Context: an optimization exercise on an open-source flow, tuned for small area, a short achievable clock period and few clock cycles per item. The choices shown serve that exercise and are no tape-out recipe.
Function was checked by simulation only, so behaviour that the tests miss may differ from the original.
Power and IR drop assume default switching activity.

File: flow/design.v
package vector_floating_point_divide_unit_iterative_pkg;
  localparam logic [2:0] ZERO   = 3'd0;
  localparam logic [2:0] NORMAL = 3'd1;
  localparam logic [2:0] INF    = 3'd2;
  localparam logic [2:0] QNAN   = 3'd3;
  localparam logic [2:0] SNAN   = 3'd4;
  localparam int FF_NV = 4;
  localparam int FF_DZ = 3;
  localparam int FF_OF = 2;
  localparam int FF_UF = 1;
  localparam int FF_NX = 0;
  localparam logic [1:0] IDLE   = 2'd0;
  localparam logic [1:0] DIVIDE = 2'd1;
  localparam logic [1:0] ROUND  = 2'd2;
  localparam logic [1:0] DONE   = 2'd3;
  localparam logic [31:0] FP32_CANONICAL_NAN  = 32'h7FC00000;
  localparam int          FP32_BIAS           = 127;
  localparam int          FP32_DIV_ITERATIONS = 26;
  function automatic logic [2:0] fp32_classify(input logic [31:0] x);
    logic [2:0] c;
    if (x[30:23] == 8'h00)      c = ZERO;
    else if (x[30:23] == 8'hFF) c = (x[22:0] == 23'd0) ? INF :
                                    (x[22] ? QNAN : SNAN);
    else                        c = NORMAL;
    fp32_classify = c;
  endfunction
endpackage
module fp32_divide_lane (
  input  logic        clock,
  input  logic        load,
  input  logic        step,
  input  logic        round,
  input  logic [30:0] op_a,
  input  logic [30:0] op_b,
  input  logic        sign_in,
  output logic [31:0] result,
  output logic [4:0]  flags
);
  localparam int NV = vector_floating_point_divide_unit_iterative_pkg::FF_NV;
  localparam int DZ = vector_floating_point_divide_unit_iterative_pkg::FF_DZ;
  localparam int OF = vector_floating_point_divide_unit_iterative_pkg::FF_OF;
  localparam int UF = vector_floating_point_divide_unit_iterative_pkg::FF_UF;
  localparam int NX = vector_floating_point_divide_unit_iterative_pkg::FF_NX;
  logic [26:0] s_q, c_q;   
  logic [22:0] d_q;        
  logic [25:0] q_q;        
  logic [9:0]  e_q;        
  logic        h_q;        
  logic        s_sign_q;
  logic        sp_nan_q, sp_inf_q, sp_zero_q, sp_nv_q, sp_dz_q;
  logic        rs_q;
  logic [7:0]  re_q;
  logic a_zero, a_inf, a_nan, a_snan, b_zero, b_inf, b_nan, b_snan;
  logic a_ff, b_ff, a_fz, b_fz;
  assign a_ff   = &op_a[30:23];
  assign b_ff   = &op_b[30:23];
  assign a_fz   = ~|op_a[22:0];
  assign b_fz   = ~|op_b[22:0];
  assign a_zero = ~|op_a[30:23];
  assign b_zero = ~|op_b[30:23];
  assign a_inf  = a_ff & a_fz;
  assign b_inf  = b_ff & b_fz;
  assign a_nan  = a_ff & ~a_fz;
  assign b_nan  = b_ff & ~b_fz;
  assign a_snan = a_nan & ~op_a[22];
  assign b_snan = b_nan & ~op_b[22];
  logic p_nan, p_inf, p_zero, p_nv, p_dz, p_invalid;
  assign p_invalid = (a_zero & b_zero) | (a_inf & b_inf);
  assign p_nan  = a_nan | b_nan | p_invalid;
  assign p_nv   = a_snan | b_snan | p_invalid;
  assign p_inf  = ~p_nan & (a_inf | b_zero);
  assign p_dz   = ~p_nan & ~a_inf & b_zero;
  assign p_zero = ~p_nan & ~a_inf & ~b_zero & (a_zero | b_inf);
  logic [9:0] e_in;
  assign e_in = {2'b00, op_a[30:23]} - {2'b00, op_b[30:23]} + 10'd126;
  logic h_in;
  assign h_in = (op_a[22:20] <= op_b[22:20]);
  function automatic logic [3:0] sel_digit(input logic [2:0] dh, input logic [6:0] e);
    logic [3:0] r;
    case ({dh, e})
      10'd3: r = 4'b0100;
      10'd4: r = 4'b0100;
      10'd5: r = 4'b0100;
      10'd6: r = 4'b0100;
      10'd7: r = 4'b0100;
      10'd8: r = 4'b0100;
      10'd9: r = 4'b0100;
      10'd10: r = 4'b0100;
      10'd11: r = 4'b0100;
      10'd12: r = 4'b1000;
      10'd13: r = 4'b1000;
      10'd14: r = 4'b1000;
      10'd15: r = 4'b1000;
      10'd16: r = 4'b1000;
      10'd17: r = 4'b1000;
      10'd18: r = 4'b1000;
      10'd19: r = 4'b1000;
      10'd20: r = 4'b1000;
      10'd21: r = 4'b1000;
      10'd22: r = 4'b1000;
      10'd23: r = 4'b1000;
      10'd24: r = 4'b1000;
      10'd25: r = 4'b1000;
      10'd26: r = 4'b1000;
      10'd27: r = 4'b1000;
      10'd28: r = 4'b1000;
      10'd29: r = 4'b1000;
      10'd30: r = 4'b1000;
      10'd31: r = 4'b1000;
      10'd32: r = 4'b1000;
      10'd33: r = 4'b1000;
      10'd34: r = 4'b1000;
      10'd35: r = 4'b1000;
      10'd36: r = 4'b1000;
      10'd37: r = 4'b1000;
      10'd38: r = 4'b1000;
      10'd39: r = 4'b1000;
      10'd40: r = 4'b1000;
      10'd41: r = 4'b1000;
      10'd42: r = 4'b1000;
      10'd43: r = 4'b1000;
      10'd44: r = 4'b1000;
      10'd45: r = 4'b1000;
      10'd46: r = 4'b1000;
      10'd47: r = 4'b1000;
      10'd48: r = 4'b1000;
      10'd49: r = 4'b1000;
      10'd50: r = 4'b1000;
      10'd51: r = 4'b1000;
      10'd52: r = 4'b1000;
      10'd53: r = 4'b1000;
      10'd54: r = 4'b1000;
      10'd55: r = 4'b1000;
      10'd56: r = 4'b1000;
      10'd57: r = 4'b1000;
      10'd58: r = 4'b1000;
      10'd59: r = 4'b1000;
      10'd60: r = 4'b1000;
      10'd61: r = 4'b1000;
      10'd62: r = 4'b1000;
      10'd63: r = 4'b1000;
      10'd64: r = 4'b0001;
      10'd65: r = 4'b0001;
      10'd66: r = 4'b0001;
      10'd67: r = 4'b0001;
      10'd68: r = 4'b0001;
      10'd69: r = 4'b0001;
      10'd70: r = 4'b0001;
      10'd71: r = 4'b0001;
      10'd72: r = 4'b0001;
      10'd73: r = 4'b0001;
      10'd74: r = 4'b0001;
      10'd75: r = 4'b0001;
      10'd76: r = 4'b0001;
      10'd77: r = 4'b0001;
      10'd78: r = 4'b0001;
      10'd79: r = 4'b0001;
      10'd80: r = 4'b0001;
      10'd81: r = 4'b0001;
      10'd82: r = 4'b0001;
      10'd83: r = 4'b0001;
      10'd84: r = 4'b0001;
      10'd85: r = 4'b0001;
      10'd86: r = 4'b0001;
      10'd87: r = 4'b0001;
      10'd88: r = 4'b0001;
      10'd89: r = 4'b0001;
      10'd90: r = 4'b0001;
      10'd91: r = 4'b0001;
      10'd92: r = 4'b0001;
      10'd93: r = 4'b0001;
      10'd94: r = 4'b0001;
      10'd95: r = 4'b0001;
      10'd96: r = 4'b0001;
      10'd97: r = 4'b0001;
      10'd98: r = 4'b0001;
      10'd99: r = 4'b0001;
      10'd100: r = 4'b0001;
      10'd101: r = 4'b0001;
      10'd102: r = 4'b0001;
      10'd103: r = 4'b0001;
      10'd104: r = 4'b0001;
      10'd105: r = 4'b0001;
      10'd106: r = 4'b0001;
      10'd107: r = 4'b0001;
      10'd108: r = 4'b0001;
      10'd109: r = 4'b0001;
      10'd110: r = 4'b0001;
      10'd111: r = 4'b0001;
      10'd112: r = 4'b0001;
      10'd113: r = 4'b0001;
      10'd114: r = 4'b0001;
      10'd115: r = 4'b0010;
      10'd116: r = 4'b0010;
      10'd117: r = 4'b0010;
      10'd118: r = 4'b0010;
      10'd119: r = 4'b0010;
      10'd120: r = 4'b0010;
      10'd121: r = 4'b0010;
      10'd122: r = 4'b0010;
      10'd132: r = 4'b0100;
      10'd133: r = 4'b0100;
      10'd134: r = 4'b0100;
      10'd135: r = 4'b0100;
      10'd136: r = 4'b0100;
      10'd137: r = 4'b0100;
      10'd138: r = 4'b0100;
      10'd139: r = 4'b0100;
      10'd140: r = 4'b0100;
      10'd141: r = 4'b0100;
      10'd142: r = 4'b1000;
      10'd143: r = 4'b1000;
      10'd144: r = 4'b1000;
      10'd145: r = 4'b1000;
      10'd146: r = 4'b1000;
      10'd147: r = 4'b1000;
      10'd148: r = 4'b1000;
      10'd149: r = 4'b1000;
      10'd150: r = 4'b1000;
      10'd151: r = 4'b1000;
      10'd152: r = 4'b1000;
      10'd153: r = 4'b1000;
      10'd154: r = 4'b1000;
      10'd155: r = 4'b1000;
      10'd156: r = 4'b1000;
      10'd157: r = 4'b1000;
      10'd158: r = 4'b1000;
      10'd159: r = 4'b1000;
      10'd160: r = 4'b1000;
      10'd161: r = 4'b1000;
      10'd162: r = 4'b1000;
      10'd163: r = 4'b1000;
      10'd164: r = 4'b1000;
      10'd165: r = 4'b1000;
      10'd166: r = 4'b1000;
      10'd167: r = 4'b1000;
      10'd168: r = 4'b1000;
      10'd169: r = 4'b1000;
      10'd170: r = 4'b1000;
      10'd171: r = 4'b1000;
      10'd172: r = 4'b1000;
      10'd173: r = 4'b1000;
      10'd174: r = 4'b1000;
      10'd175: r = 4'b1000;
      10'd176: r = 4'b1000;
      10'd177: r = 4'b1000;
      10'd178: r = 4'b1000;
      10'd179: r = 4'b1000;
      10'd180: r = 4'b1000;
      10'd181: r = 4'b1000;
      10'd182: r = 4'b1000;
      10'd183: r = 4'b1000;
      10'd184: r = 4'b1000;
      10'd185: r = 4'b1000;
      10'd186: r = 4'b1000;
      10'd187: r = 4'b1000;
      10'd188: r = 4'b1000;
      10'd189: r = 4'b1000;
      10'd190: r = 4'b1000;
      10'd191: r = 4'b1000;
      10'd192: r = 4'b0001;
      10'd193: r = 4'b0001;
      10'd194: r = 4'b0001;
      10'd195: r = 4'b0001;
      10'd196: r = 4'b0001;
      10'd197: r = 4'b0001;
      10'd198: r = 4'b0001;
      10'd199: r = 4'b0001;
      10'd200: r = 4'b0001;
      10'd201: r = 4'b0001;
      10'd202: r = 4'b0001;
      10'd203: r = 4'b0001;
      10'd204: r = 4'b0001;
      10'd205: r = 4'b0001;
      10'd206: r = 4'b0001;
      10'd207: r = 4'b0001;
      10'd208: r = 4'b0001;
      10'd209: r = 4'b0001;
      10'd210: r = 4'b0001;
      10'd211: r = 4'b0001;
      10'd212: r = 4'b0001;
      10'd213: r = 4'b0001;
      10'd214: r = 4'b0001;
      10'd215: r = 4'b0001;
      10'd216: r = 4'b0001;
      10'd217: r = 4'b0001;
      10'd218: r = 4'b0001;
      10'd219: r = 4'b0001;
      10'd220: r = 4'b0001;
      10'd221: r = 4'b0001;
      10'd222: r = 4'b0001;
      10'd223: r = 4'b0001;
      10'd224: r = 4'b0001;
      10'd225: r = 4'b0001;
      10'd226: r = 4'b0001;
      10'd227: r = 4'b0001;
      10'd228: r = 4'b0001;
      10'd229: r = 4'b0001;
      10'd230: r = 4'b0001;
      10'd231: r = 4'b0001;
      10'd232: r = 4'b0001;
      10'd233: r = 4'b0001;
      10'd234: r = 4'b0001;
      10'd235: r = 4'b0001;
      10'd236: r = 4'b0001;
      10'd237: r = 4'b0001;
      10'd238: r = 4'b0001;
      10'd239: r = 4'b0001;
      10'd240: r = 4'b0001;
      10'd241: r = 4'b0010;
      10'd242: r = 4'b0010;
      10'd243: r = 4'b0010;
      10'd244: r = 4'b0010;
      10'd245: r = 4'b0010;
      10'd246: r = 4'b0010;
      10'd247: r = 4'b0010;
      10'd248: r = 4'b0010;
      10'd249: r = 4'b0010;
      10'd260: r = 4'b0100;
      10'd261: r = 4'b0100;
      10'd262: r = 4'b0100;
      10'd263: r = 4'b0100;
      10'd264: r = 4'b0100;
      10'd265: r = 4'b0100;
      10'd266: r = 4'b0100;
      10'd267: r = 4'b0100;
      10'd268: r = 4'b0100;
      10'd269: r = 4'b0100;
      10'd270: r = 4'b0100;
      10'd271: r = 4'b1000;
      10'd272: r = 4'b1000;
      10'd273: r = 4'b1000;
      10'd274: r = 4'b1000;
      10'd275: r = 4'b1000;
      10'd276: r = 4'b1000;
      10'd277: r = 4'b1000;
      10'd278: r = 4'b1000;
      10'd279: r = 4'b1000;
      10'd280: r = 4'b1000;
      10'd281: r = 4'b1000;
      10'd282: r = 4'b1000;
      10'd283: r = 4'b1000;
      10'd284: r = 4'b1000;
      10'd285: r = 4'b1000;
      10'd286: r = 4'b1000;
      10'd287: r = 4'b1000;
      10'd288: r = 4'b1000;
      10'd289: r = 4'b1000;
      10'd290: r = 4'b1000;
      10'd291: r = 4'b1000;
      10'd292: r = 4'b1000;
      10'd293: r = 4'b1000;
      10'd294: r = 4'b1000;
      10'd295: r = 4'b1000;
      10'd296: r = 4'b1000;
      10'd297: r = 4'b1000;
      10'd298: r = 4'b1000;
      10'd299: r = 4'b1000;
      10'd300: r = 4'b1000;
      10'd301: r = 4'b1000;
      10'd302: r = 4'b1000;
      10'd303: r = 4'b1000;
      10'd304: r = 4'b1000;
      10'd305: r = 4'b1000;
      10'd306: r = 4'b1000;
      10'd307: r = 4'b1000;
      10'd308: r = 4'b1000;
      10'd309: r = 4'b1000;
      10'd310: r = 4'b1000;
      10'd311: r = 4'b1000;
      10'd312: r = 4'b1000;
      10'd313: r = 4'b1000;
      10'd314: r = 4'b1000;
      10'd315: r = 4'b1000;
      10'd316: r = 4'b1000;
      10'd317: r = 4'b1000;
      10'd318: r = 4'b1000;
      10'd319: r = 4'b1000;
      10'd320: r = 4'b0001;
      10'd321: r = 4'b0001;
      10'd322: r = 4'b0001;
      10'd323: r = 4'b0001;
      10'd324: r = 4'b0001;
      10'd325: r = 4'b0001;
      10'd326: r = 4'b0001;
      10'd327: r = 4'b0001;
      10'd328: r = 4'b0001;
      10'd329: r = 4'b0001;
      10'd330: r = 4'b0001;
      10'd331: r = 4'b0001;
      10'd332: r = 4'b0001;
      10'd333: r = 4'b0001;
      10'd334: r = 4'b0001;
      10'd335: r = 4'b0001;
      10'd336: r = 4'b0001;
      10'd337: r = 4'b0001;
      10'd338: r = 4'b0001;
      10'd339: r = 4'b0001;
      10'd340: r = 4'b0001;
      10'd341: r = 4'b0001;
      10'd342: r = 4'b0001;
      10'd343: r = 4'b0001;
      10'd344: r = 4'b0001;
      10'd345: r = 4'b0001;
      10'd346: r = 4'b0001;
      10'd347: r = 4'b0001;
      10'd348: r = 4'b0001;
      10'd349: r = 4'b0001;
      10'd350: r = 4'b0001;
      10'd351: r = 4'b0001;
      10'd352: r = 4'b0001;
      10'd353: r = 4'b0001;
      10'd354: r = 4'b0001;
      10'd355: r = 4'b0001;
      10'd356: r = 4'b0001;
      10'd357: r = 4'b0001;
      10'd358: r = 4'b0001;
      10'd359: r = 4'b0001;
      10'd360: r = 4'b0001;
      10'd361: r = 4'b0001;
      10'd362: r = 4'b0001;
      10'd363: r = 4'b0001;
      10'd364: r = 4'b0001;
      10'd365: r = 4'b0001;
      10'd366: r = 4'b0001;
      10'd367: r = 4'b0001;
      10'd368: r = 4'b0010;
      10'd369: r = 4'b0010;
      10'd370: r = 4'b0010;
      10'd371: r = 4'b0010;
      10'd372: r = 4'b0010;
      10'd373: r = 4'b0010;
      10'd374: r = 4'b0010;
      10'd375: r = 4'b0010;
      10'd376: r = 4'b0010;
      10'd377: r = 4'b0010;
      10'd388: r = 4'b0100;
      10'd389: r = 4'b0100;
      10'd390: r = 4'b0100;
      10'd391: r = 4'b0100;
      10'd392: r = 4'b0100;
      10'd393: r = 4'b0100;
      10'd394: r = 4'b0100;
      10'd395: r = 4'b0100;
      10'd396: r = 4'b0100;
      10'd397: r = 4'b0100;
      10'd398: r = 4'b0100;
      10'd399: r = 4'b0100;
      10'd400: r = 4'b1000;
      10'd401: r = 4'b1000;
      10'd402: r = 4'b1000;
      10'd403: r = 4'b1000;
      10'd404: r = 4'b1000;
      10'd405: r = 4'b1000;
      10'd406: r = 4'b1000;
      10'd407: r = 4'b1000;
      10'd408: r = 4'b1000;
      10'd409: r = 4'b1000;
      10'd410: r = 4'b1000;
      10'd411: r = 4'b1000;
      10'd412: r = 4'b1000;
      10'd413: r = 4'b1000;
      10'd414: r = 4'b1000;
      10'd415: r = 4'b1000;
      10'd416: r = 4'b1000;
      10'd417: r = 4'b1000;
      10'd418: r = 4'b1000;
      10'd419: r = 4'b1000;
      10'd420: r = 4'b1000;
      10'd421: r = 4'b1000;
      10'd422: r = 4'b1000;
      10'd423: r = 4'b1000;
      10'd424: r = 4'b1000;
      10'd425: r = 4'b1000;
      10'd426: r = 4'b1000;
      10'd427: r = 4'b1000;
      10'd428: r = 4'b1000;
      10'd429: r = 4'b1000;
      10'd430: r = 4'b1000;
      10'd431: r = 4'b1000;
      10'd432: r = 4'b1000;
      10'd433: r = 4'b1000;
      10'd434: r = 4'b1000;
      10'd435: r = 4'b1000;
      10'd436: r = 4'b1000;
      10'd437: r = 4'b1000;
      10'd438: r = 4'b1000;
      10'd439: r = 4'b1000;
      10'd440: r = 4'b1000;
      10'd441: r = 4'b1000;
      10'd442: r = 4'b1000;
      10'd443: r = 4'b1000;
      10'd444: r = 4'b1000;
      10'd445: r = 4'b1000;
      10'd446: r = 4'b1000;
      10'd447: r = 4'b1000;
      10'd448: r = 4'b0001;
      10'd449: r = 4'b0001;
      10'd450: r = 4'b0001;
      10'd451: r = 4'b0001;
      10'd452: r = 4'b0001;
      10'd453: r = 4'b0001;
      10'd454: r = 4'b0001;
      10'd455: r = 4'b0001;
      10'd456: r = 4'b0001;
      10'd457: r = 4'b0001;
      10'd458: r = 4'b0001;
      10'd459: r = 4'b0001;
      10'd460: r = 4'b0001;
      10'd461: r = 4'b0001;
      10'd462: r = 4'b0001;
      10'd463: r = 4'b0001;
      10'd464: r = 4'b0001;
      10'd465: r = 4'b0001;
      10'd466: r = 4'b0001;
      10'd467: r = 4'b0001;
      10'd468: r = 4'b0001;
      10'd469: r = 4'b0001;
      10'd470: r = 4'b0001;
      10'd471: r = 4'b0001;
      10'd472: r = 4'b0001;
      10'd473: r = 4'b0001;
      10'd474: r = 4'b0001;
      10'd475: r = 4'b0001;
      10'd476: r = 4'b0001;
      10'd477: r = 4'b0001;
      10'd478: r = 4'b0001;
      10'd479: r = 4'b0001;
      10'd480: r = 4'b0001;
      10'd481: r = 4'b0001;
      10'd482: r = 4'b0001;
      10'd483: r = 4'b0001;
      10'd484: r = 4'b0001;
      10'd485: r = 4'b0001;
      10'd486: r = 4'b0001;
      10'd487: r = 4'b0001;
      10'd488: r = 4'b0001;
      10'd489: r = 4'b0001;
      10'd490: r = 4'b0001;
      10'd491: r = 4'b0001;
      10'd492: r = 4'b0001;
      10'd493: r = 4'b0001;
      10'd494: r = 4'b0010;
      10'd495: r = 4'b0010;
      10'd496: r = 4'b0010;
      10'd497: r = 4'b0010;
      10'd498: r = 4'b0010;
      10'd499: r = 4'b0010;
      10'd500: r = 4'b0010;
      10'd501: r = 4'b0010;
      10'd502: r = 4'b0010;
      10'd503: r = 4'b0010;
      10'd504: r = 4'b0010;
      10'd517: r = 4'b0100;
      10'd518: r = 4'b0100;
      10'd519: r = 4'b0100;
      10'd520: r = 4'b0100;
      10'd521: r = 4'b0100;
      10'd522: r = 4'b0100;
      10'd523: r = 4'b0100;
      10'd524: r = 4'b0100;
      10'd525: r = 4'b0100;
      10'd526: r = 4'b0100;
      10'd527: r = 4'b0100;
      10'd528: r = 4'b0100;
      10'd529: r = 4'b0100;
      10'd530: r = 4'b1000;
      10'd531: r = 4'b1000;
      10'd532: r = 4'b1000;
      10'd533: r = 4'b1000;
      10'd534: r = 4'b1000;
      10'd535: r = 4'b1000;
      10'd536: r = 4'b1000;
      10'd537: r = 4'b1000;
      10'd538: r = 4'b1000;
      10'd539: r = 4'b1000;
      10'd540: r = 4'b1000;
      10'd541: r = 4'b1000;
      10'd542: r = 4'b1000;
      10'd543: r = 4'b1000;
      10'd544: r = 4'b1000;
      10'd545: r = 4'b1000;
      10'd546: r = 4'b1000;
      10'd547: r = 4'b1000;
      10'd548: r = 4'b1000;
      10'd549: r = 4'b1000;
      10'd550: r = 4'b1000;
      10'd551: r = 4'b1000;
      10'd552: r = 4'b1000;
      10'd553: r = 4'b1000;
      10'd554: r = 4'b1000;
      10'd555: r = 4'b1000;
      10'd556: r = 4'b1000;
      10'd557: r = 4'b1000;
      10'd558: r = 4'b1000;
      10'd559: r = 4'b1000;
      10'd560: r = 4'b1000;
      10'd561: r = 4'b1000;
      10'd562: r = 4'b1000;
      10'd563: r = 4'b1000;
      10'd564: r = 4'b1000;
      10'd565: r = 4'b1000;
      10'd566: r = 4'b1000;
      10'd567: r = 4'b1000;
      10'd568: r = 4'b1000;
      10'd569: r = 4'b1000;
      10'd570: r = 4'b1000;
      10'd571: r = 4'b1000;
      10'd572: r = 4'b1000;
      10'd573: r = 4'b1000;
      10'd574: r = 4'b1000;
      10'd575: r = 4'b1000;
      10'd576: r = 4'b0001;
      10'd577: r = 4'b0001;
      10'd578: r = 4'b0001;
      10'd579: r = 4'b0001;
      10'd580: r = 4'b0001;
      10'd581: r = 4'b0001;
      10'd582: r = 4'b0001;
      10'd583: r = 4'b0001;
      10'd584: r = 4'b0001;
      10'd585: r = 4'b0001;
      10'd586: r = 4'b0001;
      10'd587: r = 4'b0001;
      10'd588: r = 4'b0001;
      10'd589: r = 4'b0001;
      10'd590: r = 4'b0001;
      10'd591: r = 4'b0001;
      10'd592: r = 4'b0001;
      10'd593: r = 4'b0001;
      10'd594: r = 4'b0001;
      10'd595: r = 4'b0001;
      10'd596: r = 4'b0001;
      10'd597: r = 4'b0001;
      10'd598: r = 4'b0001;
      10'd599: r = 4'b0001;
      10'd600: r = 4'b0001;
      10'd601: r = 4'b0001;
      10'd602: r = 4'b0001;
      10'd603: r = 4'b0001;
      10'd604: r = 4'b0001;
      10'd605: r = 4'b0001;
      10'd606: r = 4'b0001;
      10'd607: r = 4'b0001;
      10'd608: r = 4'b0001;
      10'd609: r = 4'b0001;
      10'd610: r = 4'b0001;
      10'd611: r = 4'b0001;
      10'd612: r = 4'b0001;
      10'd613: r = 4'b0001;
      10'd614: r = 4'b0001;
      10'd615: r = 4'b0001;
      10'd616: r = 4'b0001;
      10'd617: r = 4'b0001;
      10'd618: r = 4'b0001;
      10'd619: r = 4'b0001;
      10'd620: r = 4'b0010;
      10'd621: r = 4'b0010;
      10'd622: r = 4'b0010;
      10'd623: r = 4'b0010;
      10'd624: r = 4'b0010;
      10'd625: r = 4'b0010;
      10'd626: r = 4'b0010;
      10'd627: r = 4'b0010;
      10'd628: r = 4'b0010;
      10'd629: r = 4'b0010;
      10'd630: r = 4'b0010;
      10'd631: r = 4'b0010;
      10'd645: r = 4'b0100;
      10'd646: r = 4'b0100;
      10'd647: r = 4'b0100;
      10'd648: r = 4'b0100;
      10'd649: r = 4'b0100;
      10'd650: r = 4'b0100;
      10'd651: r = 4'b0100;
      10'd652: r = 4'b0100;
      10'd653: r = 4'b0100;
      10'd654: r = 4'b0100;
      10'd655: r = 4'b0100;
      10'd656: r = 4'b0100;
      10'd657: r = 4'b0100;
      10'd658: r = 4'b0100;
      10'd659: r = 4'b1000;
      10'd660: r = 4'b1000;
      10'd661: r = 4'b1000;
      10'd662: r = 4'b1000;
      10'd663: r = 4'b1000;
      10'd664: r = 4'b1000;
      10'd665: r = 4'b1000;
      10'd666: r = 4'b1000;
      10'd667: r = 4'b1000;
      10'd668: r = 4'b1000;
      10'd669: r = 4'b1000;
      10'd670: r = 4'b1000;
      10'd671: r = 4'b1000;
      10'd672: r = 4'b1000;
      10'd673: r = 4'b1000;
      10'd674: r = 4'b1000;
      10'd675: r = 4'b1000;
      10'd676: r = 4'b1000;
      10'd677: r = 4'b1000;
      10'd678: r = 4'b1000;
      10'd679: r = 4'b1000;
      10'd680: r = 4'b1000;
      10'd681: r = 4'b1000;
      10'd682: r = 4'b1000;
      10'd683: r = 4'b1000;
      10'd684: r = 4'b1000;
      10'd685: r = 4'b1000;
      10'd686: r = 4'b1000;
      10'd687: r = 4'b1000;
      10'd688: r = 4'b1000;
      10'd689: r = 4'b1000;
      10'd690: r = 4'b1000;
      10'd691: r = 4'b1000;
      10'd692: r = 4'b1000;
      10'd693: r = 4'b1000;
      10'd694: r = 4'b1000;
      10'd695: r = 4'b1000;
      10'd696: r = 4'b1000;
      10'd697: r = 4'b1000;
      10'd698: r = 4'b1000;
      10'd699: r = 4'b1000;
      10'd700: r = 4'b1000;
      10'd701: r = 4'b1000;
      10'd702: r = 4'b1000;
      10'd703: r = 4'b1000;
      10'd704: r = 4'b0001;
      10'd705: r = 4'b0001;
      10'd706: r = 4'b0001;
      10'd707: r = 4'b0001;
      10'd708: r = 4'b0001;
      10'd709: r = 4'b0001;
      10'd710: r = 4'b0001;
      10'd711: r = 4'b0001;
      10'd712: r = 4'b0001;
      10'd713: r = 4'b0001;
      10'd714: r = 4'b0001;
      10'd715: r = 4'b0001;
      10'd716: r = 4'b0001;
      10'd717: r = 4'b0001;
      10'd718: r = 4'b0001;
      10'd719: r = 4'b0001;
      10'd720: r = 4'b0001;
      10'd721: r = 4'b0001;
      10'd722: r = 4'b0001;
      10'd723: r = 4'b0001;
      10'd724: r = 4'b0001;
      10'd725: r = 4'b0001;
      10'd726: r = 4'b0001;
      10'd727: r = 4'b0001;
      10'd728: r = 4'b0001;
      10'd729: r = 4'b0001;
      10'd730: r = 4'b0001;
      10'd731: r = 4'b0001;
      10'd732: r = 4'b0001;
      10'd733: r = 4'b0001;
      10'd734: r = 4'b0001;
      10'd735: r = 4'b0001;
      10'd736: r = 4'b0001;
      10'd737: r = 4'b0001;
      10'd738: r = 4'b0001;
      10'd739: r = 4'b0001;
      10'd740: r = 4'b0001;
      10'd741: r = 4'b0001;
      10'd742: r = 4'b0001;
      10'd743: r = 4'b0001;
      10'd744: r = 4'b0001;
      10'd745: r = 4'b0001;
      10'd746: r = 4'b0001;
      10'd747: r = 4'b0010;
      10'd748: r = 4'b0010;
      10'd749: r = 4'b0010;
      10'd750: r = 4'b0010;
      10'd751: r = 4'b0010;
      10'd752: r = 4'b0010;
      10'd753: r = 4'b0010;
      10'd754: r = 4'b0010;
      10'd755: r = 4'b0010;
      10'd756: r = 4'b0010;
      10'd757: r = 4'b0010;
      10'd758: r = 4'b0010;
      10'd759: r = 4'b0010;
      10'd773: r = 4'b0100;
      10'd774: r = 4'b0100;
      10'd775: r = 4'b0100;
      10'd776: r = 4'b0100;
      10'd777: r = 4'b0100;
      10'd778: r = 4'b0100;
      10'd779: r = 4'b0100;
      10'd780: r = 4'b0100;
      10'd781: r = 4'b0100;
      10'd782: r = 4'b0100;
      10'd783: r = 4'b0100;
      10'd784: r = 4'b0100;
      10'd785: r = 4'b0100;
      10'd786: r = 4'b0100;
      10'd787: r = 4'b0100;
      10'd788: r = 4'b1000;
      10'd789: r = 4'b1000;
      10'd790: r = 4'b1000;
      10'd791: r = 4'b1000;
      10'd792: r = 4'b1000;
      10'd793: r = 4'b1000;
      10'd794: r = 4'b1000;
      10'd795: r = 4'b1000;
      10'd796: r = 4'b1000;
      10'd797: r = 4'b1000;
      10'd798: r = 4'b1000;
      10'd799: r = 4'b1000;
      10'd800: r = 4'b1000;
      10'd801: r = 4'b1000;
      10'd802: r = 4'b1000;
      10'd803: r = 4'b1000;
      10'd804: r = 4'b1000;
      10'd805: r = 4'b1000;
      10'd806: r = 4'b1000;
      10'd807: r = 4'b1000;
      10'd808: r = 4'b1000;
      10'd809: r = 4'b1000;
      10'd810: r = 4'b1000;
      10'd811: r = 4'b1000;
      10'd812: r = 4'b1000;
      10'd813: r = 4'b1000;
      10'd814: r = 4'b1000;
      10'd815: r = 4'b1000;
      10'd816: r = 4'b1000;
      10'd817: r = 4'b1000;
      10'd818: r = 4'b1000;
      10'd819: r = 4'b1000;
      10'd820: r = 4'b1000;
      10'd821: r = 4'b1000;
      10'd822: r = 4'b1000;
      10'd823: r = 4'b1000;
      10'd824: r = 4'b1000;
      10'd825: r = 4'b1000;
      10'd826: r = 4'b1000;
      10'd827: r = 4'b1000;
      10'd828: r = 4'b1000;
      10'd829: r = 4'b1000;
      10'd830: r = 4'b1000;
      10'd831: r = 4'b1000;
      10'd832: r = 4'b0001;
      10'd833: r = 4'b0001;
      10'd834: r = 4'b0001;
      10'd835: r = 4'b0001;
      10'd836: r = 4'b0001;
      10'd837: r = 4'b0001;
      10'd838: r = 4'b0001;
      10'd839: r = 4'b0001;
      10'd840: r = 4'b0001;
      10'd841: r = 4'b0001;
      10'd842: r = 4'b0001;
      10'd843: r = 4'b0001;
      10'd844: r = 4'b0001;
      10'd845: r = 4'b0001;
      10'd846: r = 4'b0001;
      10'd847: r = 4'b0001;
      10'd848: r = 4'b0001;
      10'd849: r = 4'b0001;
      10'd850: r = 4'b0001;
      10'd851: r = 4'b0001;
      10'd852: r = 4'b0001;
      10'd853: r = 4'b0001;
      10'd854: r = 4'b0001;
      10'd855: r = 4'b0001;
      10'd856: r = 4'b0001;
      10'd857: r = 4'b0001;
      10'd858: r = 4'b0001;
      10'd859: r = 4'b0001;
      10'd860: r = 4'b0001;
      10'd861: r = 4'b0001;
      10'd862: r = 4'b0001;
      10'd863: r = 4'b0001;
      10'd864: r = 4'b0001;
      10'd865: r = 4'b0001;
      10'd866: r = 4'b0001;
      10'd867: r = 4'b0001;
      10'd868: r = 4'b0001;
      10'd869: r = 4'b0001;
      10'd870: r = 4'b0001;
      10'd871: r = 4'b0001;
      10'd872: r = 4'b0001;
      10'd873: r = 4'b0010;
      10'd874: r = 4'b0010;
      10'd875: r = 4'b0010;
      10'd876: r = 4'b0010;
      10'd877: r = 4'b0010;
      10'd878: r = 4'b0010;
      10'd879: r = 4'b0010;
      10'd880: r = 4'b0010;
      10'd881: r = 4'b0010;
      10'd882: r = 4'b0010;
      10'd883: r = 4'b0010;
      10'd884: r = 4'b0010;
      10'd885: r = 4'b0010;
      10'd886: r = 4'b0010;
      10'd902: r = 4'b0100;
      10'd903: r = 4'b0100;
      10'd904: r = 4'b0100;
      10'd905: r = 4'b0100;
      10'd906: r = 4'b0100;
      10'd907: r = 4'b0100;
      10'd908: r = 4'b0100;
      10'd909: r = 4'b0100;
      10'd910: r = 4'b0100;
      10'd911: r = 4'b0100;
      10'd912: r = 4'b0100;
      10'd913: r = 4'b0100;
      10'd914: r = 4'b0100;
      10'd915: r = 4'b0100;
      10'd916: r = 4'b0100;
      10'd917: r = 4'b0100;
      10'd918: r = 4'b1000;
      10'd919: r = 4'b1000;
      10'd920: r = 4'b1000;
      10'd921: r = 4'b1000;
      10'd922: r = 4'b1000;
      10'd923: r = 4'b1000;
      10'd924: r = 4'b1000;
      10'd925: r = 4'b1000;
      10'd926: r = 4'b1000;
      10'd927: r = 4'b1000;
      10'd928: r = 4'b1000;
      10'd929: r = 4'b1000;
      10'd930: r = 4'b1000;
      10'd931: r = 4'b1000;
      10'd932: r = 4'b1000;
      10'd933: r = 4'b1000;
      10'd934: r = 4'b1000;
      10'd935: r = 4'b1000;
      10'd936: r = 4'b1000;
      10'd937: r = 4'b1000;
      10'd938: r = 4'b1000;
      10'd939: r = 4'b1000;
      10'd940: r = 4'b1000;
      10'd941: r = 4'b1000;
      10'd942: r = 4'b1000;
      10'd943: r = 4'b1000;
      10'd944: r = 4'b1000;
      10'd945: r = 4'b1000;
      10'd946: r = 4'b1000;
      10'd947: r = 4'b1000;
      10'd948: r = 4'b1000;
      10'd949: r = 4'b1000;
      10'd950: r = 4'b1000;
      10'd951: r = 4'b1000;
      10'd952: r = 4'b1000;
      10'd953: r = 4'b1000;
      10'd954: r = 4'b1000;
      10'd955: r = 4'b1000;
      10'd956: r = 4'b1000;
      10'd957: r = 4'b1000;
      10'd958: r = 4'b1000;
      10'd959: r = 4'b1000;
      10'd960: r = 4'b0001;
      10'd961: r = 4'b0001;
      10'd962: r = 4'b0001;
      10'd963: r = 4'b0001;
      10'd964: r = 4'b0001;
      10'd965: r = 4'b0001;
      10'd966: r = 4'b0001;
      10'd967: r = 4'b0001;
      10'd968: r = 4'b0001;
      10'd969: r = 4'b0001;
      10'd970: r = 4'b0001;
      10'd971: r = 4'b0001;
      10'd972: r = 4'b0001;
      10'd973: r = 4'b0001;
      10'd974: r = 4'b0001;
      10'd975: r = 4'b0001;
      10'd976: r = 4'b0001;
      10'd977: r = 4'b0001;
      10'd978: r = 4'b0001;
      10'd979: r = 4'b0001;
      10'd980: r = 4'b0001;
      10'd981: r = 4'b0001;
      10'd982: r = 4'b0001;
      10'd983: r = 4'b0001;
      10'd984: r = 4'b0001;
      10'd985: r = 4'b0001;
      10'd986: r = 4'b0001;
      10'd987: r = 4'b0001;
      10'd988: r = 4'b0001;
      10'd989: r = 4'b0001;
      10'd990: r = 4'b0001;
      10'd991: r = 4'b0001;
      10'd992: r = 4'b0001;
      10'd993: r = 4'b0001;
      10'd994: r = 4'b0001;
      10'd995: r = 4'b0001;
      10'd996: r = 4'b0001;
      10'd997: r = 4'b0001;
      10'd998: r = 4'b0001;
      10'd999: r = 4'b0010;
      10'd1000: r = 4'b0010;
      10'd1001: r = 4'b0010;
      10'd1002: r = 4'b0010;
      10'd1003: r = 4'b0010;
      10'd1004: r = 4'b0010;
      10'd1005: r = 4'b0010;
      10'd1006: r = 4'b0010;
      10'd1007: r = 4'b0010;
      10'd1008: r = 4'b0010;
      10'd1009: r = 4'b0010;
      10'd1010: r = 4'b0010;
      10'd1011: r = 4'b0010;
      10'd1012: r = 4'b0010;
      10'd1013: r = 4'b0010;
      default: r = 4'b0000;
    endcase
    sel_digit = r;
  endfunction
  logic [3:0] dg_q;        
  logic [2:0] dgs_q;       
  logic qpos, qneg, qone, qtwo;
  assign qpos = dg_q[3] | dg_q[2];
  assign qneg = dg_q[1] | dg_q[0];
  assign qone = dg_q[2] | dg_q[1];
  assign qtwo = dg_q[3] | dg_q[0];
  logic [26:0] mag, addend;
  assign mag    = ({27{qone}} & {3'b000, 1'b1, d_q}) | ({27{qtwo}} & {2'b00, 1'b1, d_q, 1'b0});
  assign addend = qpos ? ~mag : mag;
  logic [26:0] sum, cy;
  assign sum = s_q ^ c_q ^ addend;
  assign cy  = (s_q & c_q) | (s_q & addend) | (c_q & addend);
  logic [26:0] mag_t, addend_t;
  logic [24:17] sum_t, cy_t;
  assign mag_t    = ({27{dgs_q[1]}} & {3'b000, 1'b1, d_q}) | ({27{dgs_q[0]}} & {2'b00, 1'b1, d_q, 1'b0});
  assign addend_t = dgs_q[2] ? ~mag_t : mag_t;
  assign sum_t    = s_q[24:17] ^ c_q[24:17] ^ addend_t[24:17];
  assign cy_t     = (s_q[24:17] & c_q[24:17]) | (s_q[24:17] & addend_t[24:17]) | (c_q[24:17] & addend_t[24:17]);
  logic [6:0] est_n, est_ld;
  logic [3:0] dg_n, dg_ld;
  assign est_n  = sum_t[24:18] + cy_t[23:17];
  assign dg_n   = sel_digit(d_q[22:20], est_n);
  assign est_ld = h_in ? {2'b00, 1'b1, op_a[22:19]} : {3'b000, 1'b1, op_a[22:20]};
  assign dg_ld  = sel_digit(op_b[22:20], est_ld);
  logic [25:0] q_dec;
  logic [1:0]  dig;
  assign q_dec = q_q - 26'd1;
  assign dig   = {qtwo | (qone & qneg), qone};
  logic        neg, nz;
  logic [26:0] wsum;
  assign wsum = s_q + c_q;
  assign neg  = wsum[26];
  assign nz   = ((s_q ^ c_q) != {(s_q[25:0] | c_q[25:0]), 1'b0});
  logic        lead1, norm, r, xb, lsb, up, inexact;
  logic [22:0] frac, fr, fr_inc;
  logic        c_inc, c;
  logic [9:0]  e0, e_inc, e_fin;
  logic        ovf, unf, ovf0, unf0, ovf1, unf1;
  logic [31:0] rnd_res;
  logic [4:0]  rnd_flags;
  always_comb begin
    lead1   = q_q[25];
    norm    = ~h_q | lead1;
    frac    = lead1 ? q_q[24:2] : q_q[23:1];
    r       = lead1 ? q_q[1]    : q_q[0];
    xb      = lead1 & q_q[0];
    lsb     = frac[0];
    up      = r & (xb | (~neg & (lsb | nz)));
    inexact = r | xb | nz;
    {c_inc, fr_inc} = {1'b0, frac} + 24'd1;
    fr      = up ? fr_inc : frac;
    c       = up & c_inc;
    e0      = e_q + {9'd0, norm};
    e_inc   = e0 + 10'd1;
    ovf0    = ($signed(e0) >= 10'sd255);
    unf0    = ($signed(e0) <= 10'sd0);
    ovf1    = ($signed(e_inc) >= 10'sd255);
    unf1    = ($signed(e_inc) <= 10'sd0);
    e_fin   = c ? e_inc : e0;
    ovf     = c ? ovf1 : ovf0;
    unf     = c ? unf1 : unf0;
    rnd_flags = '0;
    if (sp_nan_q) begin
      rnd_res       = 32'h7FC00000;
      rnd_flags[NV] = sp_nv_q;
    end else if (sp_inf_q) begin
      rnd_res       = {s_sign_q, 8'hFF, 23'd0};
      rnd_flags[DZ] = sp_dz_q;
    end else if (sp_zero_q) begin
      rnd_res       = {s_sign_q, 31'd0};
    end else if (ovf) begin
      rnd_res       = {s_sign_q, 8'hFF, 23'd0};
      rnd_flags[OF] = 1'b1;
      rnd_flags[NX] = 1'b1;
    end else if (unf) begin
      rnd_res       = {s_sign_q, 31'd0};
      rnd_flags[UF] = 1'b1;
      rnd_flags[NX] = 1'b1;
    end else begin
      rnd_res       = {s_sign_q, e_fin[7:0], fr};
      rnd_flags[NX] = inexact;
    end
  end
  assign flags = rnd_flags;
  always_ff @(posedge clock) begin
    if (load) begin
      s_q       <= h_in ? {2'b00, 1'b1, op_a[22:0], 1'b0} : {3'b000, 1'b1, op_a[22:0]};
      c_q       <= '0;
      d_q       <= op_b[22:0];
      e_q       <= e_in;
      h_q       <= h_in;
      s_sign_q  <= sign_in;
      sp_nan_q  <= p_nan;
      sp_inf_q  <= p_inf;
      sp_zero_q <= p_zero;
      sp_nv_q   <= p_nv;
      sp_dz_q   <= p_dz;
      dg_q      <= dg_ld;
      dgs_q     <= {dg_ld[3] | dg_ld[2], dg_ld[2] | dg_ld[1], dg_ld[3] | dg_ld[0]};
    end else if (step) begin
      s_q   <= {sum[24:0], 2'b00};
      c_q   <= {cy[23:0], qpos, 2'b00};
      dg_q  <= dg_n;
      dgs_q <= {dg_n[3] | dg_n[2], dg_n[2] | dg_n[1], dg_n[3] | dg_n[0]};
      q_q <= qneg ? {q_dec[23:0], dig} : {q_q[23:0], dig};
    end
    if (round) begin
      q_q[22:0] <= rnd_res[22:0];
      re_q      <= rnd_res[30:23];
      rs_q      <= rnd_res[31];
    end
  end
  assign result = {rs_q, re_q, q_q[22:0]};
endmodule
module vector_floating_point_divide_unit_iterative #(
  parameter int VLEN = 128,
  parameter int SEW  = 32
) (
  input  logic            clock,
  input  logic            reset,
  input  logic            flush,
  input  logic            in_valid,
  output logic            in_ready,
  input  logic            reverse,
  input  logic [VLEN-1:0] vs2,
  input  logic [VLEN-1:0] vs1,
  output logic            out_valid,
  input  logic            out_ready,
  output logic [VLEN-1:0] vd,
  output logic [4:0]      fflags
);
  localparam int NUM_LANES = VLEN / SEW;
  localparam int STEPS     = 13;
  if (SEW != 32) begin : g_sew_chk
    $error("vector divider supports SEW=32 only");
  end
  if (VLEN % 32 != 0) begin : g_vlen_chk
    $error("VLEN must be a multiple of 32");
  end
  logic       ld_q;       
  logic       it_q;
  logic       rnd_q;
  logic [3:0] cnt_q;
  logic       ov_q;
  logic       accept, step_en, last, it_d;
  assign in_ready  = ld_q;
  assign out_valid = ov_q;
  assign accept    = ld_q & in_valid & ~flush;
  assign step_en   = it_q & (~ov_q | out_ready);
  assign last      = (cnt_q == 4'(STEPS - 1));
  assign it_d      = accept | (it_q & ~(step_en & last));
  always_ff @(posedge clock or posedge reset) begin
    if (reset) begin
      ld_q  <= 1'b0;
      it_q  <= 1'b0;
      rnd_q <= 1'b0;
      cnt_q <= '0;
      ov_q  <= 1'b0;
    end else if (flush) begin
      ld_q  <= 1'b1;
      it_q  <= 1'b0;
      rnd_q <= 1'b0;
      cnt_q <= '0;
      ov_q  <= 1'b0;
    end else begin
      it_q  <= it_d;
      if (step_en) cnt_q <= last ? 4'd0 : cnt_q + 4'd1;
      rnd_q <= step_en & last;
      ld_q  <= ~accept & ~it_d;
      if (rnd_q)          ov_q <= 1'b1;
      else if (out_ready) ov_q <= 1'b0;
    end
  end
  logic [NUM_LANES-1:0][31:0] lane_res;
  logic [NUM_LANES-1:0][4:0]  lane_flags;
  logic [4:0]                 flags_or;
  for (genvar i = 0; i < NUM_LANES; i++) begin : g_lane
    logic [30:0] op_a, op_b;
    assign op_a = reverse ? vs1[32*i +: 31] : vs2[32*i +: 31];
    assign op_b = reverse ? vs2[32*i +: 31] : vs1[32*i +: 31];
    assign vd[32*i +: 32] = lane_res[i];
    fp32_divide_lane u_lane (
      .clock    (clock),
      .load     (ld_q),
      .step     (step_en),
      .round    (rnd_q),
      .op_a     (op_a),
      .op_b     (op_b),
      .sign_in  (vs1[32*i+31] ^ vs2[32*i+31]),
      .result   (lane_res[i]),
      .flags    (lane_flags[i])
    );
  end
  always_comb begin
    flags_or = '0;
    for (int i = 0; i < NUM_LANES; i++) flags_or = flags_or | lane_flags[i];
  end
  always_ff @(posedge clock) begin
    if (rnd_q) fflags <= flags_or;
  end
endmodule
File: flow/run.sh
#!/bin/bash
# synth_recipe.tcl (not shown) runs the flow's synth.tcl, then flattens the netlist and writes it again
# the make line also repeats each setting of config.mk as NAME=value (left out here)
make -C /OpenROAD-flow-scripts/flow DESIGN_CONFIG=/design/flow/config.mk WORK_HOME=/design/flow/orfs CLKGATE_MAP_FILE= SYNTH_SCRIPT=/design/flow/synth_recipe.tcl finish
File: flow/config.mk
export PLATFORM = sky130hd
export DESIGN_NAME = vector_floating_point_divide_unit_iterative
export DESIGN_NICKNAME = vector_floating_point_divide_unit_iterative
export VERILOG_FILES = /design/flow/design.v
export SDC_FILE = /design/flow/constraint.sdc
export NUM_CORES = 4
export LEC_CHECK = 0
export CAP_MARGIN = 20
export CORE_MARGIN = 2
export CORE_UTILIZATION = 40
export SETUP_SLACK_MARGIN = 1.5
export SLEW_MARGIN = 20
File: flow/constraint.sdc
create_clock -name core_clock -period 5.5 [get_ports {clock}]
set_input_delay 1.1000 -clock core_clock [delete_from_list [all_inputs] [get_ports {clock}]]
set_output_delay 1.1000 -clock core_clock [all_outputs]
set_load 0.01 [all_outputs]
==> results of run 1 <==
==> cell usage in the layout, fill, tap and decap left out, types with 113 or more instances in the layout <==
| cell type | instances |
|---|---|
| a21oi_1 | 187 |
| a22oi_1 | 113 |
| buf_4 | 139 |
| clkdlybuf4s50_1 | 395 |
| edfxtp_1 | 441 |
| fa_1 | 116 |
| ha_1 | 284 |
| inv_1 | 391 |
| mux2_2 | 118 |
| mux2i_1 | 256 |
| nand2_1 | 377 |
| nand3_1 | 118 |
| nor2_1 | 298 |
| o21ai_0 | 218 |
| xnor2_1 | 330 |
| xor2_1 | 178 |
==> synthesized netlist by cell type (22+ instances only) <==
cell / count
o21bai_1: 22
nand3b_1: 22
edfxtp_1: 441
nand2b_1: 38
buf_4: 98
mux2_2: 119
nor3_1: 108
o21ai_0: 245
or2_2: 33
buf_1: 42
o211ai_1: 28
dfxtp_1: 100
and2_1: 43
and3_1: 26
or4_1: 29
mux2i_1: 270
a21oi_1: 204
ha_1: 303
a211oi_1: 119
o31ai_1: 22
buf_2: 30
nor2_1: 308
xnor2_1: 348
clkbuf_1: 235
nand2_1: 378
a31oi_1: 30
nand3_1: 119
nor4_1: 98
xor2_1: 184
o22ai_1: 69
a21o_1: 39
fa_1: 120
a22oi_1: 123
inv_1: 403
nor2b_1: 58
o21a_1: 27
nand4_1: 98
or3_1: 34
==> what timing repair did <==
action,in CTS,in global routing
pin swaps,11,64
resized for setup,52,181
setup buffers,26,68
cloned,0,6
endpoints found under the setup margin,135,172
hold buffers,0,0
==> how the worst max path moves through the flow <==
stage / startpoint / to / slack [ns]
after global placement: reverse / g_lane[1].u_lane.sp_dz_q / 0.84
after CTS: g_lane[2].u_lane.dgs_q[1] / g_lane[2].u_lane.dgs_q[1] / 1.45
final: g_lane[0].u_lane.s_q[19] / fflags[2] / 1.57
after floorplan: reverse / g_lane[0].u_lane.dgs_q[1] / 1.49
after global routing: g_lane[1].u_lane.dgs_q[1] / g_lane[1].u_lane.dgs_q[1] / 1.40
after detailed placement: reverse / g_lane[1].u_lane.sp_dz_q / 0.79
==> cells by family after synthesis <==
| kind of cell | share of synthesized area |
|---|---|
| AOI/OAI and AO/OA | 0.153 |
| xor gates and xnor gates | 0.0956 |
| adders and majority gates | 0.127 |
| buffers and inverters | 0.0711 |
| DFF | 0.317 |
| muxes | 0.0833 |
| and+or+nand+nor | 0.153 |
==> flip-flops by register name, indices dropped and copies added, names as in the netlist, 5 cells and up <==
signal / cells
g_lane.u_lane.s_q: 108
g_lane.u_lane.q_q: 104
g_lane.u_lane.c_q: 100
g_lane.u_lane.d_q: 92
g_lane.u_lane.e_q: 40
g_lane.u_lane.re_q: 32
g_lane.u_lane.dg_q: 16
g_lane.u_lane.dgs_q: 12
fflags: 5
==> tightest hold or removal path, cell delays in order, from the launching register on <==
cell,delay [ns]
dfxtp_1,0.32
nand2_1,0.06
a21oi_1,0.05
==> where the power goes <==
part / internal [W] / switching [W] / leakage [nW]
sequential: 0.00547 / 0.000796 / 5.30
clock: 0.00297 / 0.00202 / 1.16
combinational: 0.00734 / 0.00945 / 15.5
total: 0.0158 / 0.0123 / 22.0
==> metal layers <==
metal / vias up / part of all wire
met5: - / 0.00027
met4: 8 / 0.022
met3: 150 / 0.073
met2: 1335 / 0.43
met1: 19700 / 0.47
li1: 19500 / -
==> stage by stage <==
stage               instance area [sq um]  utilization  cells  total power (W)
floorplan                           49100            -   5290           0.0167
global placement                    53600        0.441   6963           0.0202
detailed placement                  53600        0.441   6963           0.0203
CTS                                 56500        0.465   7120           0.0259
global route                        58000        0.477   7205           0.0301
finish                              58000        0.477   7207           0.0280
==> final cells by class <==
cell class                 count  area, sq um  area share
antenna                       13         32.5    0.000561
clock buffer                  90         1920      0.0332
clock inverter                41          514     0.00887
inverter                     404         1520      0.0262
multi-input combinational   3932        31200       0.538
sequential                   549        15500       0.267
tap                         1625         2030      0.0351
timing repair buffer         553         5320      0.0917
==> out/metrics.yaml, run 1 <==
outcome:
  status: "no timing/DRC/antenna violations"
worst_setup_path:
  cp-start-kind: "flop"
  critical_path_class: "reg -> reg"
  crit_buf_inv: 3
  ff2ff_path_depth: 13
  crit_arrival_ns: 4.28
  path_max_fanout: 5
  max_stage_delay_ns: 0.55
  slowest_stage: "or4_1"
  path_cells: "inv_2, ha_4, xnor2_1, or4_1, nor4_2, nand4_1, o211ai_4, buf_12, nor4b_4, buf_4, nand3_1, a21oi_2, a2111o_1"
  crit_cells: 13
  cp_top_family: "simple AND/OR/NAND/NOR gates"
  required_ns: 5.84
  r2r_slack_ns: 1.57
  r2r_start: "g_lane[0].u_lane.s_q[19]"
  cp-end-kind: "flop"
  r2r-end: "fflags[2]"
routing:
  drc: 0
  vias_per_cell: 5.65
  routed_wl_mm: 153
  num_vias: 40700
  ant_nets: 0
  first_pass_iters: 6
  routedWlPerCell_um: 21.2
  first_iter_violations: 3510
timing:
  worst_slew_pin_slew_ns: 1.13
  fmaxAchievable_mhz: 254
  max_slew_margin: 0.240
  finalCriticalPeriod_ns: 3.93
  fin_hold_ws_ns: 0.478
  drv_slew: 0
  finalClockSkew_ns: 0.0266
  period_share: 0.715
  rsz0062_at_grt: "yes"
  finalSetupTns_ns: 0
  setup_ws_ns: 1.57
  setup_viol: 0
  hold_violations: 0
synth:
  synth_seq_cells: 549
  synth_area_per_cell_sq_um: 9.21
  synth_cells: 5290
  async_flop_share: 0.0146
  synth_warnings: 2
  ys_types: 95
  synth_ff_type: "edfxtp_1"
  yosysTopAreaCell: "edfxtp_1"
  syn_nets: 5975
  synth.area.top_cells: "edfxtp_1, ha_1, xnor2_1"
  ys_seq_area_frac: 0.317
  syn_area_sq_um: 48700
  synth_edf_count: 441
  synth_top_cell_area_share: 0.272
grt:
  grt_util_all_layers: 0.235
  grt_max_degree: 162
  grt_overflow_total: 0
  met2_usage: 0.349
  grt_first_pass_wirelength_mm: 231
  busiest_layer: "met1"
  grt_use_met3: 0.0382
  grt_antenna_before_repair: 18
  grt_pass1_vias: 38600
  met1_usage: 0.351
die:
  die_area_sq_um: 125000
  start_util: 0.401
  coreArea_sq_um: 121000
  io_pins: 397
  rows: 128
  die_h_um: 353
  die-width_um: 353
placed_design:
  dp_hpwl_mm: 114
  pre_cts_ws_ns: 0.793
  io_buffers: 396
  place_congestion: 0.930
min_path:
  min_to: "g_lane[3].u_lane.c_q[3]"
  min_path_type: "reg -> reg"
  hold_depth: 2
  worstHoldStart: "g_lane[3].u_lane.c_q[3]"
cells_and_area:
  areaGrowthSynthToFinish_pct: 19.0
  final_nets: 6196
  drive_gt1_frac: 0.118
  n_fill_cell: 11500
clock_tree:
  tritoncts: "done"
  insertion_delay_ns: 0.65
  cts_sinks: 549
  cts.path.max_buffers: 3
  h-tree-depth: 3
  root_buffer: "clkbuf_16"
  cts_buffers: 71
  clkTransAtPathRegs_ns: 0.07
power_and_ir_drop:
  leakagePower_nw: 22.0
  pwr_density_cell_nw_per_um2: 484
  ir_worst_vdd_mv: 0.432
flow_run:
  cap_violations: 0
Testbench counts, summed over its fixed seeds: cycles 26,904, items 1,920.
==> run 2, diff against run 1 <==
==> flow/flow/run.sh (new file) <==
#!/bin/bash
set -o pipefail
cp standard.sh standard_sh.txt
export BUFFER_PORTS_ARGS="-buffer_cell sky130_fd_sc_hd__buf_1"
bash standard.sh > standard.log 2>&1
==> flow/standard.sh (new file) <==
#!/bin/bash
# synth_recipe.tcl (not shown) runs the flow's synth.tcl, then flattens the netlist and writes it again
# the make line also repeats each setting of config.mk as NAME=value (left out here)
make -C /OpenROAD-flow-scripts/flow DESIGN_CONFIG=/design/flow/config.mk WORK_HOME=/design/flow/orfs CLKGATE_MAP_FILE= SYNTH_SCRIPT=/design/flow/synth_recipe.tcl "${@:-finish}"
removed: flow/run.sh
==> run 2 against run 1 <==
Still clean on timing, DRC and antenna. Sequential cell count unchanged. Synthesized cell count unchanged. Clock-buffer cell count increased by 7. Worst hold slack improved by 0.00079 ns. Utilization decreased by 2.4 points. Largest cell class unchanged.
==> out/metrics.yaml, run 2 <==
outcome:
  status: "no timing/DRC/antenna violations"
die:
  die_h_um: 353
  coreArea_sq_um: 121000
  io_pins: 397
  die_area_sq_um: 125000
  start_util: 0.401
  rows: 128
  die-width_um: 353
cells_and_area:
  final_common_cell: "edfxtp_1"
  final_core_util: 0.453
  largest_reg_flops: 108
  final_cell_mix: "edfxtp_1, inv_1, buf_1, nand2_1, xnor2_1"
  drive_gt1_frac: 0.104
  final_area_sq_um: 55000
  reg.largest.list: "g_lane.u_lane.s_q x108, g_lane.u_lane.q_q x104, g_lane.u_lane.c_q x100"
  final_nets: 6181
  regMostFlops: "g_lane.u_lane.s_q"
  areaGrowthSynthToFinish_pct: 12.9
power_and_ir_drop:
  pwr_density_cell_nw_per_um2: 492
  seqPwrFrac: 0.232
  switching_power_w: 0.0119
  p_sw_frac: 0.441
  combPwrFrac: 0.586
  intPower_w: 0.0151
  leakagePower_nw: 20.8
  ir_worst_vdd_mv: 0.419
  pwr-share-clk: 0.182
synth:
  ys_seq_area_frac: 0.317
  syn_nets: 5975
  synth_top_cells_by_count: "edfxtp_1, inv_1, nand2_1, xnor2_1, nor2_1"
  synth_area_per_cell_sq_um: 9.21
  synth_ff_type: "edfxtp_1"
  ys_types: 95
  synth.area.top_cells: "edfxtp_1, ha_1, xnor2_1"
  synth_seq_cells: 549
  syn_area_sq_um: 48700
  synth_top_cell_area_share: 0.272
  synth_warnings: 2
  async_flop_share: 0.0146
  yosysTopAreaCell: "edfxtp_1"
  synth_cells: 5290
  synth_edf_count: 441
  yosysMostFrequentCell: "edfxtp_1"
clock_tree:
  insertion_delay_ns: 0.65
  cts_sinks: 549
  h-tree-depth: 3
  tritoncts: "done"
  cts.path.max_buffers: 3
  clkTransAtPathRegs_ns: 0.06
  cts_buffers: 71
  root_buffer: "clkbuf_16"
  holdBufCountCts: 0
timing:
  max_slew_margin: 0.336
  period_share: 0.724
  fmaxAchievable_mhz: 251
  finalClockSkew_ns: 0.0353
  finalSetupTns_ns: 0
  hold_violations: 0
  worst_slew_pin_slew_ns: 0.996
  rsz0062_at_grt: "yes"
  finalCriticalPeriod_ns: 3.98
  drv_slew: 0
  setup_viol: 0
grt:
  grt_util_all_layers: 0.233
  grt_max_degree: 102
  grt_pass1_vias: 38700
  grt_antenna_before_repair: 17
  grt_first_pass_wirelength_mm: 230
  grt_overflow_total: 0
min_path:
  min_path_type: "reg -> reg"
worst_setup_path:
  r2r_slack_ns: 1.52
  required_ns: 5.89
  cp-start-kind: "flop"
  path_max_fanout: 8
  crit_arrival_ns: 4.37
  cp-end-kind: "flop"
  critical_path_class: "reg -> reg"
routing:
  num_vias: 40600
  drc: 0
  routedWlPerCell_um: 21.1
  routed_wl_mm: 152
  ant_nets: 0
  first_pass_iters: 6
  first_iter_violations: 3287
  vias_per_cell: 5.65
placed_design:
  placed_area_sq_um: 51200
  place_congestion: 0.914
  io_buffers: 396
  dp_hpwl_mm: 114
flow_run:
  cap_violations: 0
## run 2: cell count changes in the layout (fill, tap and decap cells not counted), moves of 7 or more
cell	previous run	this run
buf_1	0	395
inv_2	12	3
clkinvlp_4	10	3
ha_4	13	6
clkdlybuf4s50_1	395	0
buf_4	139	124
inv_1	391	400
ha_1	284	293
## run 2: worst paths after layout
check	startpoint	depth (start not counted)	end
max in group asynchronous	reset	2	rnd_q
min in group asynchronous	reset	2	ld_q
worst min register to register	g_lane[1].u_lane.c_q[3]	2	g_lane[1].u_lane.c_q[3]
worst min-delay path	g_lane[1].u_lane.c_q[3]	2	g_lane[1].u_lane.c_q[3]
worst max register to register	g_lane[2].u_lane.dgs_q[1]	14	g_lane[2].u_lane.dgs_q[0]
worst max-delay path	g_lane[2].u_lane.dgs_q[1]	14	g_lane[2].u_lane.dgs_q[0]
## run 2: worst max-delay path, stage by stage (launching register included)
cell and delay, ns:
edfxtp_1 0.55, a22oi_2 0.25, xor2_1 0.10, fa_1 0.54, inv_2 0.05, ha_4 0.16
fa_2 0.40, a21o_1 0.23, a21oi_4 0.22, xnor2_4 0.22, buf_4 0.18, o21ai_1 0.09
mux2_4 0.27, o211a_1 0.24, or2_4 0.25
## run 2: layer usage
metal,up-vias,routed length (um),track usage
li1,19400,-,-
met1,19600,71200,0.343
met2,1428,64600,0.349
met3,178,11800,0.0406
met4,2,3930,0.0670
met5,-,13,0
## run 2: final cells by class
cell class	count	area (sq um)
inverter	404	1520
sequential	549	15500
fill	11800	66400
tap	1625	2030
clock inverter	33	374
multi-input combinational	3931	30900
clock buffer	97	2020
antenna	14	35.0
timing repair buffer	539	2730
## run 2: power groups by stage
stage / registers (W) / clock network, W / logic [W]
after floorplan: 0.00590 / 0 / 0.0108
after global placement: 0.00634 / 0 / 0.0137
after detailed placement: 0.00636 / 0 / 0.0138
after CTS: 0.00625 / 0.00504 / 0.0143
after global routing: 0.00639 / 0.00520 / 0.0175
final: 0.00629 / 0.00493 / 0.0159
## run 2: timing repair
| action | CTS | global route |
|---|---|---|
| cloned | 1 | 2 |
| setup endpoints to repair | 138 | 155 |
| resized for setup | 47 | 115 |
| pin swaps | 9 | 43 |
| buffers inserted | 20 | 49 |
## run 2: logic make-up after synthesis
kind of cell / after synthesis / share of synthesized area
and+or+nand+nor: 1464 / 0.153
adders and majority gates: 424 / 0.127
buffers and inverters: 812 / 0.0711
xor gates and xnor gates: 532 / 0.0956
DFF: 549 / 0.317
AOI/OAI and AO/OA: 1119 / 0.153
muxes: 390 / 0.0833
## run 2: through the flow
| stage | worst slack [ns] | hold WS [ns] | total power, W | std cells |
|---|---|---|---|---|
| 2_1_floorplan | 1.49 | 0.454 | 0.0167 | 5290 |
| 3_3_place_gp | 0.798 | 0.464 | 0.0200 | 6975 |
| 3_5_place_dp | 0.706 | 0.473 | 0.0202 | 6975 |
| 4_1_cts | 1.46 | 0.481 | 0.0256 | 7126 |
| 5_1_grt | 1.37 | 0.506 | 0.0291 | 7188 |
| 6_report | 1.52 | 0.479 | 0.0271 | 7192 |
==> run 3, diff against run 2 <==
--- a/flow/config.mk
+++ b/flow/config.mk
@@ -10,2 +10,3 @@
 export CORE_UTILIZATION = 40
+export CTS_BUF_LIST = sky130_fd_sc_hd__clkbuf_4 sky130_fd_sc_hd__clkbuf_8
 export SETUP_SLACK_MARGIN = 1.5
==> run 3 against run 2 <==
Area after synthesis unchanged. Cell area about the same. Utilization about the same. Sequential cell count unchanged. Worst setup slack got worse by 0.0042 ns. Die area unchanged. Worst hold slack got worse by 0.10 ns. Cell count increased by 1.1%. Sequential power about the same. Register-to-register slack about the same. Critical path type unchanged.
==> out/metrics.yaml, run 3 <==
clock_tree:
  cts_buffers: 106
  cts.path.max_buffers: 3
  cts_sinks: 549
  insertion_delay_ns: 0.82
  tritoncts: "done"
  holdBufCountCts: 0
  root_buffer: "clkbuf_8"
  clkTransAtPathRegs_ns: 0.07
  h-tree-depth: 3
routing:
  top_layer_used: "met5"
  wl_met1_mm: 72.0
  routed_wl_mm: 152
  route.met3.wl_mm: 11.4
  wl_met2_mm: 64.9
  routedWlPerCell_um: 20.9
  drc: 0
  num_vias: 40900
  first_iter_violations: 3317
  ant_nets: 0
  vias_per_cell: 5.63
  first_pass_iters: 6
worst_setup_path:
  crit_arrival_ns: 4.52
  path_max_fanout: 8
  required_ns: 6.04
  critical_path_class: "reg -> reg"
  cp-start-kind: "flop"
  cp-end-kind: "flop"
  r2r_slack_ns: 1.52
  r2r-end: "g_lane[2].u_lane.dgs_q[0]"
  ff2ff_path_depth: 14
  r2r_start: "g_lane[2].u_lane.dgs_q[1]"
synth:
  ys_seq_area_frac: 0.317
  synth_cells: 5290
  synth_edf_count: 441
  yosysMostFrequentCell: "edfxtp_1"
  syn_nets: 5975
  synth_seq_cells: 549
  syn_area_sq_um: 48700
  synth_top_cell_area_share: 0.272
  synth_top_cells_by_count: "edfxtp_1, inv_1, nand2_1, xnor2_1, nor2_1"
  synth_ff_type: "edfxtp_1"
  ys_types: 95
  synth_warnings: 2
  synth_area_per_cell_sq_um: 9.21
  yosysTopAreaCell: "edfxtp_1"
  async_flop_share: 0.0146
  synth.area.top_cells: "edfxtp_1, ha_1, xnor2_1"
placed_design:
  io_buffers: 396
  dp_hpwl_mm: 114
  post-place-cells: 6975
  place_congestion: 0.914
  placed_area_sq_um: 51200
cells_and_area:
  final_area_sq_um: 55100
  final_cell_mix: "edfxtp_1, inv_1, buf_1, nand2_1, xnor2_1"
  largest_reg_flops: 108
  final_nets: 6227
  drive_gt1_frac: 0.119
  finalNonFillerCells: 7272
  final_common_cell: "edfxtp_1"
  regMostFlops: "g_lane.u_lane.s_q"
  areaGrowthSynthToFinish_pct: 13.0
  reg.largest.list: "g_lane.u_lane.s_q x108, g_lane.u_lane.q_q x104, g_lane.u_lane.c_q x100"
outcome:
  status: "no timing/DRC/antenna violations"
timing:
  finalCriticalPeriod_ns: 3.98
  max_slew_margin: 0.327
  finalClockSkew_ns: 0.0444
  period_share: 0.724
  rsz0062_at_grt: "yes"
  drv_slew: 0
  finalSetupTns_ns: 0
  fmaxAchievable_mhz: 251
  hold_violations: 0
  worst_slew_pin_slew_ns: 1.01
  setup_viol: 0
grt:
  grt_antenna_before_repair: 18
  grt_max_degree: 102
  grt_pass1_vias: 39000
  grt_util_all_layers: 0.233
  grt_first_pass_wirelength_mm: 230
  grt_overflow_total: 0
die:
  io_pins: 397
  coreArea_sq_um: 121000
  die_area_sq_um: 125000
  die_h_um: 353
  die-width_um: 353
  start_util: 0.401
  rows: 128
power_and_ir_drop:
  pwr_density_cell_nw_per_um2: 480
  ir_worst_vdd_mv: 0.427
  leakagePower_nw: 20.8
flow_run:
  cap_violations: 0
min_path:
  min_path_type: "in -> async"
run 3: critical path, cell delays in order, from the launching register on:
cell and delay (ns):
edfxtp_1 0.53, a22oi_2 0.24, xor2_1 0.10, fa_1 0.54, inv_2 0.05, ha_4 0.16, fa_2 0.40, a21o_1 0.22
a21oi_4 0.21, xnor2_4 0.21, buf_4 0.18, o21ai_1 0.09, mux2_2 0.29, o211a_1 0.22, or2_2 0.29
run 3: stage by stage:
stage          utilization  setup WS (ns)  hold WS, ns  power (W)
6_report             0.454           1.52        0.377     0.0264
5_1_grt              0.454           1.35        0.346     0.0285
4_1_cts              0.443           1.46        0.288     0.0252
3_5_place_dp         0.422          0.706        0.473     0.0202
3_3_place_gp         0.422          0.798        0.464     0.0200
2_1_floorplan            -           1.49        0.454     0.0167
run 3: timing repair:
item	in CTS	in global routing
pin swaps	9	42
setup endpoints to repair	134	151
gates resized for setup	47	140
setup buffers	21	58
gates cloned	1	3
run 3: worst max-delay path by stage:
stage                               from                        end  slack, ns
6_report       g_lane[2].u_lane.dgs_q[1]  g_lane[2].u_lane.dgs_q[0]       1.52
5_1_grt        g_lane[2].u_lane.dgs_q[1]  g_lane[2].u_lane.dgs_q[0]       1.35
4_1_cts             g_lane[2].u_lane.h_q   g_lane[2].u_lane.q_q[19]       1.46
3_5_place_dp                     reverse    g_lane[2].u_lane.e_q[8]       0.71
3_3_place_gp                     reverse    g_lane[2].u_lane.e_q[8]       0.80
2_1_floorplan                    reverse  g_lane[0].u_lane.dgs_q[1]       1.49
run 3: power by group:
part	total, W	switching (W)	internal, W	leakage, nW
Sequential	0.00628	0.000808	0.00547	5.30
Combinational	0.0156	0.00907	0.00658	14.3
Clock	0.00451	0.00205	0.00246	1.19
Total	0.0264	0.0119	0.0145	20.8
run 3: layout make-up:
cell class	count	area (sq um)
Antenna cell	14	35.0
Inverter	404	1520
Timing Repair Buffer	549	2780
Fill cell	11800	66300
Tap cell	1625	2030
Multi-Input combinational cell	3932	31000
Sequential cell	549	15500
Clock inverter	63	523
Clock buffer	136	1740
run 3: kinds of logic (layout without fill, tap and decap cells):
logic type	count (synthesis)	count (layout)	synth area share
fa+ha+maj	424	424	0.127
xor+xnor	532	532	0.0956
flops	549	549	0.317
buf+inv	812	1152	0.0711
compound gates	1119	1119	0.153
other cells	0	14	0
mux	390	390	0.0833
simple gates	1464	1467	0.153
run 3: layer usage:
layer,GRT usage,up-vias
met3,0.0442,199
met1,0.342,19700
li1,-,19500
met4,0.0737,2
met2,0.345,1439
met5,0,-

port drivers added, routing unchanged:
The flow's constraints put no driver on any port. The routed layouts listed below were extracted and timed again, unchanged, in two steps.
Step 1 assumes that a clkbuf_16 drives the clock port and a buf_2 every other input.
Step 2 moves the port delays by t, midway between the first and last clock arrival at a register: inputs arrive t later, outputs are due t later. That takes back most of the time a late clock gives input paths.
Slacks: ideal / step 1 / step 2; pairs: ideal / step 1.
| run | t (ns) | setup slack, ns | worst setup path at the end | latest minus earliest clock arrival (ns) | slew at the worst register clock pin (ns) |
|---|---|---|---|---|---|
| run 1 | 0.703 | 1.566 / 1.566 / 0.984 | input to register | 0.031 / 0.031 | 0.07 / 0.07 |
| run 2 | 0.698 | 1.520 / 1.520 / 0.997 | input to register | 0.037 / 0.037 | 0.07 / 0.07 |
| run 3 | 0.869 | 1.516 / 1.516 / 0.865 | input to register | 0.047 / 0.047 | 0.07 / 0.07 |
After both steps setup and hold are still met in every run listed. The setup slack of run 3, which loses most, moves by 0.000 ns with the drivers and by -0.651 ns with both steps.
